Background: an optimization exercise with open tools, aiming at small area, a short achievable clock period and few clock cycles. Do not read the settings as production practice. Power is estimated from default activity; no workload was simulated.

Setup of JK:
==> flow/design.v (excerpt) <==
module octree_searcher
(
  input  logic           clk,
  input  logic           rst_n,
  input  logic           start_i,
  input  octree_pkg::lod_mask_t      lod_mask_i,
  output logic           busy_o,
  output logic           done_o,
  output logic           sram_cen_o,
  output octree_pkg::addr_t          sram_addr_o,
  input  octree_pkg::word_t          sram_q_i,
  output octree_pkg::word_t          feature_o,
  output logic           feature_valid_o,
  input  logic           feature_ready_i
);
Settings: LEC_CHECK=0, ABC_AREA=1, CAP_MARGIN=20, CORE_MARGIN=2, CORE_UTILIZATION=40, SETUP_SLACK_MARGIN=3.25, SLEW_MARGIN=20; clock period 6.0 ns.
standard.sh (not shown) runs the stock make flow with config.mk's settings and CLKGATE_MAP_FILE= SYNTH_SCRIPT=/design/flow/synth_recipe.tcl, a recipe that flattens the netlist after the stock synthesis.
==> flow/flow/run.sh <==
#!/bin/bash
# Standard ORFS layout, with small buffers on the ports instead of the default choice.
set -euo pipefail
export BUFFER_PORTS_ARGS="-buffer_cell sky130_fd_sc_hd__buf_2"
bash standard.sh > standard_make.log 2>&1
The final layout from JK, which completed every stage, passed the timing, design-rule and antenna checks at the end of the flow.
#### Input delta (MS over JK)
diff --git a/flow/design.v b/flow/design.v
--- a/flow/design.v
+++ b/flow/design.v
@@ -87,47 +87,45 @@
   logic [1:0] next_lvl;
   always_comb begin
     for (int i = 0; i < 4; i++) lod_above[i] = lod_mask_i[i] && (2'(i) > lvl_q);
     has_next_lvl = |lod_above;
     next_lvl = lod_above[1] ? 2'd1 : lod_above[2] ? 2'd2 : 2'd3;
   end
   assign adv_any = adv3 || adv2 || adv1 || has_next_lvl;
   logic [9:0] slot_cur, child_slot, sib3_slot, sib2_slot, sib1_slot, adv_slot;
   logic [2:0] ic, p1, n1, n2, n3;
-  logic [6:0] inc_lo;
   always_comb begin
     slot_cur = {waddr_q, wlane_q};
     ic = ffs8(cbits);
     p1 = ffs8(m0_q);
     n1 = ffs8(m0_rest);
     n2 = ffs8(m1_rest);
     n3 = ffs8(m2_rest);
-    inc_lo     = slot_cur[6:0] + 7'd1;
-    child_slot = {(ic == 3'd7) ? inc_lo : slot_cur[6:0], 3'(ic + 3'd1)};
-    sib3_slot  = {(n3 == 3'd7) ? slot_cur[9:3] + 7'd1 : slot_cur[9:3], 3'(n3 + 3'd1)};
+    child_slot = {slot_cur[6:0] + 7'(ic == 3'd7), 3'(ic + 3'd1)};
+    sib3_slot  = {slot_cur[9:3] + 7'(n3 == 3'd7), 3'(n3 + 3'd1)};
     sib2_slot  = {3'd0, ({1'b0, p1} + 4'd1) + 4'(n2 == 3'd7), 3'(n2 + 3'd1)};
     sib1_slot  = {6'd0, ({1'b0, n1} + 4'd1)};
     adv_slot   = adv3 ? sib3_slot : adv2 ? sib2_slot : adv1 ? sib1_slot : 10'd0;
   end
   logic fast, dec_desc, dec_hold, dec_adv, adv_go, handoff;
   logic [7:0] hmask;
   logic [2:0] hi;
-  assign fast     = s_data && !leaf && (cbits == 8'd0);
+  assign fast     = s_data && (leaf ? !fbusy_q : (cbits == 8'd0));
   assign dec_desc = s_data && !leaf && (cbits != 8'd0);
   assign dec_hold = s_dec && any && !f_accept;
   assign dec_adv  = s_dec && !dec_hold;
   assign adv_go   = dec_adv || fast;
-  assign hmask    = cap_q;
-  assign handoff  = s_dec && f_accept && (hmask != 8'd0);
+  assign hmask    = fast ? sbits : cap_q;
+  assign handoff  = ((fast && leaf) || (s_dec && f_accept)) && (hmask != 8'd0);
   assign hi       = ffs8(hmask);
   logic [7:0] fa_first, fa_next;
-  assign fa_first = {(hi == 3'd7) ? inc_lo[4:0] : slot_cur[4:0], 3'(hi + 3'd1)};
-  assign fa_next  = {(fn == 3'd7) ? fa_q[7:3] + 5'd1 : fa_q[7:3], 3'(fn + 3'd1)};
+  assign fa_first = {slot_cur[4:0] + 5'(hi == 3'd7), 3'(hi + 3'd1)};
+  assign fa_next  = {fa_q[7:3] + 5'(fn == 3'd7), 3'(fn + 3'd1)};
   logic n_issue, n_fbusy, n_qfeat, n_idle;
   always_comb begin
     n_qfeat = ffire || (qfeat_q && !feature_ready_i);
     n_fbusy = fbusy_q;
     if (ffire && f_last) n_fbusy = 1'b0;
     if (handoff) n_fbusy = 1'b1;
     n_issue = s_issue;
     if (s_issue && (!qfeat_q || feature_ready_i)) n_issue = 1'b0;
     if (dec_desc || (adv_go && adv_any)) n_issue = 1'b1;
@@ -158,19 +156,19 @@
       rq_held_q <= (n_issue || (n_fbusy && !n_idle)) && n_qfeat;
       if (ffire) fk_q <= fk_q + 2'd1;
       if (s_idle && start_i) begin
         if (lod_mask_i == 4'd0) s_done <= 1'b1;
         else s_data <= 1'b1;
       end
       if (s_issue && (!qfeat_q || feature_ready_i)) s_data <= 1'b1;
       if (s_data) begin
         s_data <= 1'b0;
-        s_dec  <= leaf;
+        s_dec  <= leaf && fbusy_q;
       end
       if (dec_desc) begin
         s_dec   <= 1'b0;
         waddr_q <= child_slot[9:2];
         wlane_q <= child_slot[1:0];
       end
       if (adv_go) begin
         s_dec   <= 1'b0;
         waddr_q <= adv_slot[9:2];
Findings:
- Of the two candidates, JK has the better global-route wire length before repair and MS the worse one.
- Between MS and JK, it is MS whose met2 track demand over resource is higher, by 9.8 points.
- Between MS and JK, it is MS whose area added between synthesis and finish is higher, by 35 points.
- Row largest stage delay on the critical path: MS higher / JK lower
- JK -> MS: final routed wirelength across all metal layers increased by more than 10%
- Between MS and JK, it is MS whose hold slack is higher, by 0.026 ns.
- Summary — part of the power in the clock network, MS relative to JK: lower, by 1.8 points.
- Delta (MS minus JK): amount of wire on met3 after detailed routing fell by 10 um, number of non-clock buffers in the layout rose by 68.
- Taking JK as the reference, in MS half-perimeter wire length after placement climbed about 4%; power climbed 540 uW; share of the final layout cell area in multi-input gates dropped 0.65 points; fraction of power consumed by combinational cells climbed 5.8 points.
No functional check of the RTL was part of any run of this note.

* * *

## run a
octree_searcher, a different RTL version from the one above (not shown whole).
Size: about 70 flip-flops, roughly 160 I/O pins.
==> module octree_searcher, before the edit <==
module octree_searcher
(
  input  logic           clk,
  input  logic           rst_n,
  input  logic           start_i,
  input  octree_pkg::lod_mask_t      lod_mask_i,
  output logic           busy_o,
  output logic           done_o,
  output logic           sram_cen_o,
  output octree_pkg::addr_t          sram_addr_o,
  input  octree_pkg::word_t          sram_q_i,
  output octree_pkg::word_t          feature_o,
  output logic           feature_valid_o,
  input  logic           feature_ready_i
);
  function automatic logic [2:0] ffs8(input logic [7:0] m);
    ffs8 = m[0] ? 3'd0 : m[1] ? 3'd1 : m[2] ? 3'd2 : m[3] ? 3'd3 :
           m[4] ? 3'd4 : m[5] ? 3'd5 : m[6] ? 3'd6 : 3'd7;
  endfunction
  logic        s_idle, s_issue, s_data, s_dec, s_adv, s_done;
  logic        qfeat_q;    
  logic [1:0]  lvl_q;      
  logic [1:0]  dep_q;      
  logic [7:0]  m0_q, m1_q, m2_q;   
  logic [7:0]  cap_q;      
  logic [9:0]  slot_q;     
  logic        fbusy_q;
  logic [7:0]  fa_q;       
  logic [7:0]  fmask_q;    
  logic [1:0]  fk_q;       
  logic        freq, ffire, wsel, dsel;
  logic [9:0]  child_slot;
  assign dsel  = s_dec && (dep_q != lvl_q) && (cap_q != 8'd0);
  assign wsel  = s_issue || s_idle || dsel;
  assign freq  = fbusy_q && !wsel;
  assign ffire = freq && (!qfeat_q || feature_ready_i);
  assign sram_cen_o  = qfeat_q && !feature_ready_i;
  assign sram_addr_o = (s_issue || s_idle) ? {8'b0, slot_q[9:2]} :
                       dsel ? {8'b0, child_slot[9:2]} : {5'b0, 1'b1, fa_q, fk_q};
  assign feature_o       = sram_q_i;
  assign feature_valid_o = qfeat_q;
  assign busy_o          = !s_idle;
  assign s_done          = !(s_idle || s_issue || s_data || s_dec || s_adv);
  assign done_o          = s_done && !fbusy_q && !qfeat_q;
  logic [7:0] fafter, frest;
  logic       f_last, f_accept;
  logic [2:0] fn;
  always_comb begin
    for (int j = 0; j < 8; j++) fafter[j] = (fa_q[2:0] != 3'd0) && (3'(j) >= fa_q[2:0]);
  end
  assign frest    = fmask_q & fafter;
  assign f_last   = (fk_q == 2'd3) && (frest == 8'd0);
  assign f_accept = !fbusy_q || (ffire && f_last);
  assign fn       = ffs8(frest);
  logic [15:0] lane;
  logic [7:0]  cbits, sbits;
  assign lane = sram_q_i[{slot_q[1:0], 4'b0000} +: 16];
  always_comb begin
    for (int i = 0; i < 8; i++) begin
      cbits[i] = lane[2*i];
      sbits[i] = lane[2*i+1];
    end
  end
  logic leaf, any;
  assign leaf = (dep_q == lvl_q);
  assign any  = |cap_q;
  logic [7:0] mp, mp_rest, after;
  logic       more;
  logic [2:0] n;
  always_comb begin
    for (int j = 0; j < 8; j++) after[j] = (slot_q[2:0] != 3'd0) && (3'(j) >= slot_q[2:0]);
  end
  assign mp      = (dep_q == 2'd1) ? m0_q : (dep_q == 2'd2) ? m1_q : m2_q;
  assign mp_rest = mp & after;
  assign more    = (dep_q != 2'd0) && (mp_rest != 8'd0);
  assign n       = ffs8(mp_rest);
  logic [3:0] lod_above;
  logic       has_next_lvl;
  logic [1:0] next_lvl;
  always_comb begin
    for (int i = 0; i < 4; i++) lod_above[i] = lod_mask_i[i] && (2'(i) > lvl_q);
    has_next_lvl = |lod_above;
    next_lvl = lod_above[1] ? 2'd1 : lod_above[2] ? 2'd2 : 2'd3;
  end
  logic [2:0] ic;
  logic [9:0] sib_slot, par_slot;
  logic [6:0] lo_inc, hi_inc, hi_dec;
  always_comb begin
    lo_inc     = slot_q[6:0] + 7'd1;
    hi_inc     = slot_q[9:3] + 7'd1;
    hi_dec     = slot_q[9:3] - 7'd1;
    ic         = ffs8(cap_q);
    child_slot = {(ic == 3'd7) ? lo_inc : slot_q[6:0], 3'(ic + 3'd1)};
    sib_slot   = {(n == 3'd7) ? hi_inc : slot_q[9:3], 3'(n + 3'd1)};
    par_slot   = {3'd0, (slot_q[2:0] == 3'd0) ? hi_dec : slot_q[9:3]};
  end
  logic dec_desc, dec_hold, handoff, adv, adv_sib, adv_up, adv_end;
  assign dec_desc = s_dec && !leaf && any;
  assign dec_hold = s_dec && leaf && any && !f_accept;
  assign handoff  = s_dec && leaf && any && f_accept;
  assign adv      = s_adv || (s_dec && !dec_desc && !dec_hold);
  assign adv_sib  = adv && more;
  assign adv_up   = adv && !more && (dep_q != 2'd0);
  assign adv_end  = adv && (dep_q == 2'd0);
  logic [7:0] fa_next;
  assign fa_next = {(fn == 3'd7) ? fa_q[7:3] + 5'd1 : fa_q[7:3], 3'(fn + 3'd1)};
  always_ff @(posedge clk or negedge rst_n) begin
    if (!rst_n) begin
      s_idle    <= 1'b1;
      s_issue   <= 1'b0;
      s_data    <= 1'b0;
      s_dec     <= 1'b0;
      s_adv     <= 1'b0;
      qfeat_q   <= 1'b0;
      fbusy_q   <= 1'b0;
      fk_q      <= 2'd0;
      slot_q    <= 10'd0;
    end else begin
      qfeat_q <= ffire || (qfeat_q && !feature_ready_i);
      if (ffire) begin
        fk_q <= fk_q + 2'd1;
        if (f_last) fbusy_q <= 1'b0;
      end
      if (handoff) fbusy_q <= 1'b1;
      if (s_idle && start_i) begin
        s_idle <= 1'b0;
        s_data <= (lod_mask_i != 4'd0);
      end
      if (s_issue && (!qfeat_q || feature_ready_i)) begin
        s_issue <= 1'b0;
        s_data  <= 1'b1;
      end
      if (s_data) begin
        s_data <= 1'b0;
        s_dec  <= 1'b1;
      end
      if (dec_desc) begin
        s_dec   <= 1'b0;
        slot_q  <= child_slot;
        if (!qfeat_q || feature_ready_i) s_data <= 1'b1;
        else s_issue <= 1'b1;
      end
      if (adv) begin
        s_dec <= 1'b0;
        s_adv <= adv_up;
      end
      if (adv_sib) begin
        s_issue <= 1'b1;
        slot_q  <= sib_slot;
      end
      if (adv_up) slot_q <= par_slot;
      if (adv_end) begin
        slot_q <= 10'd0;
        if (has_next_lvl) s_issue <= 1'b1;
      end
      if (done_o) s_idle <= 1'b1;
    end
  end
  always_ff @(posedge clk) begin
    if (s_idle && start_i) begin
      dep_q <= 2'd0;
      lvl_q <= lod_mask_i[0] ? 2'd0 : lod_mask_i[1] ? 2'd1 : lod_mask_i[2] ? 2'd2 : 2'd3;
    end
    if (s_data) cap_q <= leaf ? sbits : cbits;
    if (dec_desc) begin
      dep_q <= dep_q + 2'd1;
      case (dep_q)
        2'd0: m0_q <= cap_q;
        2'd1: m1_q <= cap_q;
        default: m2_q <= cap_q;
      endcase
    end
    if (adv_up) dep_q <= dep_q - 2'd1;
    if (adv_end) lvl_q <= next_lvl;
    if (ffire && (fk_q == 2'd3)) fa_q <= fa_next;
    if (handoff) begin
      fa_q    <= child_slot[7:0];
      fmask_q <= cap_q;
    end
  end
endmodule
Settings: LEC_CHECK=0, ABC_AREA=1, CAP_MARGIN=20, CORE_MARGIN=2, CORE_UTILIZATION=55, PLACE_DENSITY=0.7, SETUP_SLACK_MARGIN=3.25, SLEW_MARGIN=20; clock period 6.0 ns.
==> flow/flow/run.sh <==
#!/bin/bash
# Standard ORFS layout, with small buffers on the ports and a clock tree
# without dummy balancing loads, built from larger sink clusters.
set -euo pipefail
export BUFFER_PORTS_ARGS="-buffer_cell sky130_fd_sc_hd__buf_1"
export CTS_ARGS="-sink_clustering_enable -repair_clock_nets -buf_list sky130_fd_sc_hd__clkbuf_8 -sink_clustering_size 40 -sink_clustering_max_diameter 100 -dont_use_dummy_load"
bash standard.sh > standard_make.log 2>&1
What run b does differently from run a at the input level:
-- flow/design.v --
<<< run a, line 46
  logic        freq, ffire, wsel, dsel;
  logic [9:0]  child_slot;
  assign dsel  = s_dec && (dep_q != lvl_q) && (cap_q != 8'd0);
  assign wsel  = s_issue || s_idle || dsel;
>>> run b, line 46
  logic        freq, ffire, wsel, dsel;
  logic [9:0]  child_slot;
  logic [7:0]  child_word;
  assign dsel  = s_dec && (dep_q != lvl_q) && (cap_q != 8'd0);
  assign wsel  = s_issue || s_idle || dsel;
<<< run a, line 52
  assign sram_cen_o  = qfeat_q && !feature_ready_i;
  assign sram_addr_o = (s_issue || s_idle) ? {8'b0, slot_q[9:2]} :
                       dsel ? {8'b0, child_slot[9:2]} : {5'b0, 1'b1, fa_q, fk_q};
  assign feature_o       = sram_q_i;
  assign feature_valid_o = qfeat_q;
>>> run b, line 53
  assign sram_cen_o  = qfeat_q && !feature_ready_i;
  assign sram_addr_o = (s_issue || s_idle) ? {8'b0, slot_q[9:2]} :
                       dsel ? {8'b0, child_word} : {5'b0, 1'b1, fa_q, fk_q};
  assign feature_o       = sram_q_i;
  assign feature_valid_o = qfeat_q;
<<< run a, line 107
    ic         = ffs8(cap_q);
    child_slot = {(ic == 3'd7) ? lo_inc : slot_q[6:0], 3'(ic + 3'd1)};
    sib_slot   = {(n == 3'd7) ? hi_inc : slot_q[9:3], 3'(n + 3'd1)};
    par_slot   = {3'd0, (slot_q[2:0] == 3'd0) ? hi_dec : slot_q[9:3]};
>>> run b, line 108
    ic         = ffs8(cap_q);
    child_slot = {(ic == 3'd7) ? lo_inc : slot_q[6:0], 3'(ic + 3'd1)};
    child_word = (cap_q[2:0] != 3'd0) ? {slot_q[6:0], 1'b0} :
                 (cap_q[6:3] != 4'd0) ? {slot_q[6:0], 1'b1} : {lo_inc, 1'b0};
    sib_slot   = {(n == 3'd7) ? hi_inc : slot_q[9:3], 3'(n + 3'd1)};
    par_slot   = {3'd0, (slot_q[2:0] == 3'd0) ? hi_dec : slot_q[9:3]};
--- outcome ---
No run among run a and run b stopped early or left any final violation; all are clean. Run a -> run b: netlist area before placement increased by a few percent. As of run b, final wirelength had risen by more than 10% compared to run a. Final setup slack of the worst path was lower in the run labelled run a. Run b vs run a: met2 capacity usage during global routing down. Taking run a as the reference, in run b all-layer global routing usage went up by 2.1 points, wire length on met2 +about 2.6%.
No run of this note included a check of the RTL's function; only the layout flow was run.

==> re-timing with driven ports <==
No port has a modelled driver above. Below, the same layouts with a new extraction and two added sets of constraints.
Step 1 assumes that a clkbuf_16 drives the clock port and a buf_2 every other input.
Step 2 adds t to the input delays and takes it off the output delays; t is the mean of the earliest and latest rising clock arrival at the registers after step 1. Input paths then give back, and output paths get back, about the clock's delay inside the block.
Slacks: ideal / step 1 / step 2; pairs: ideal / step 1.
| run | t, ns | setup slack, ns | latest minus earliest clock arrival (ns) | worst register clock-pin slew, ns |
|---|---|---|---|---|
| JK | 0.385 | 3.266 / 3.234 / 2.998 | 0.008 / 0.008 | 0.06 / 0.06 |
| MS | 0.378 | 2.860 / 2.854 / 2.476 | 0.009 / 0.009 | 0.06 / 0.06 |
| run a | 0.379 | 2.414 / 2.381 / 2.760 | 0.026 / 0.025 | 0.08 / 0.08 |
| run b | 0.385 | 2.862 / 2.824 / 3.023 | 0.033 / 0.033 | 0.10 / 0.10 |
After both steps setup and hold are still met in every run listed. The setup slack of MS, which loses most, moves by -0.006 ns with the drivers and by -0.384 ns with both steps.
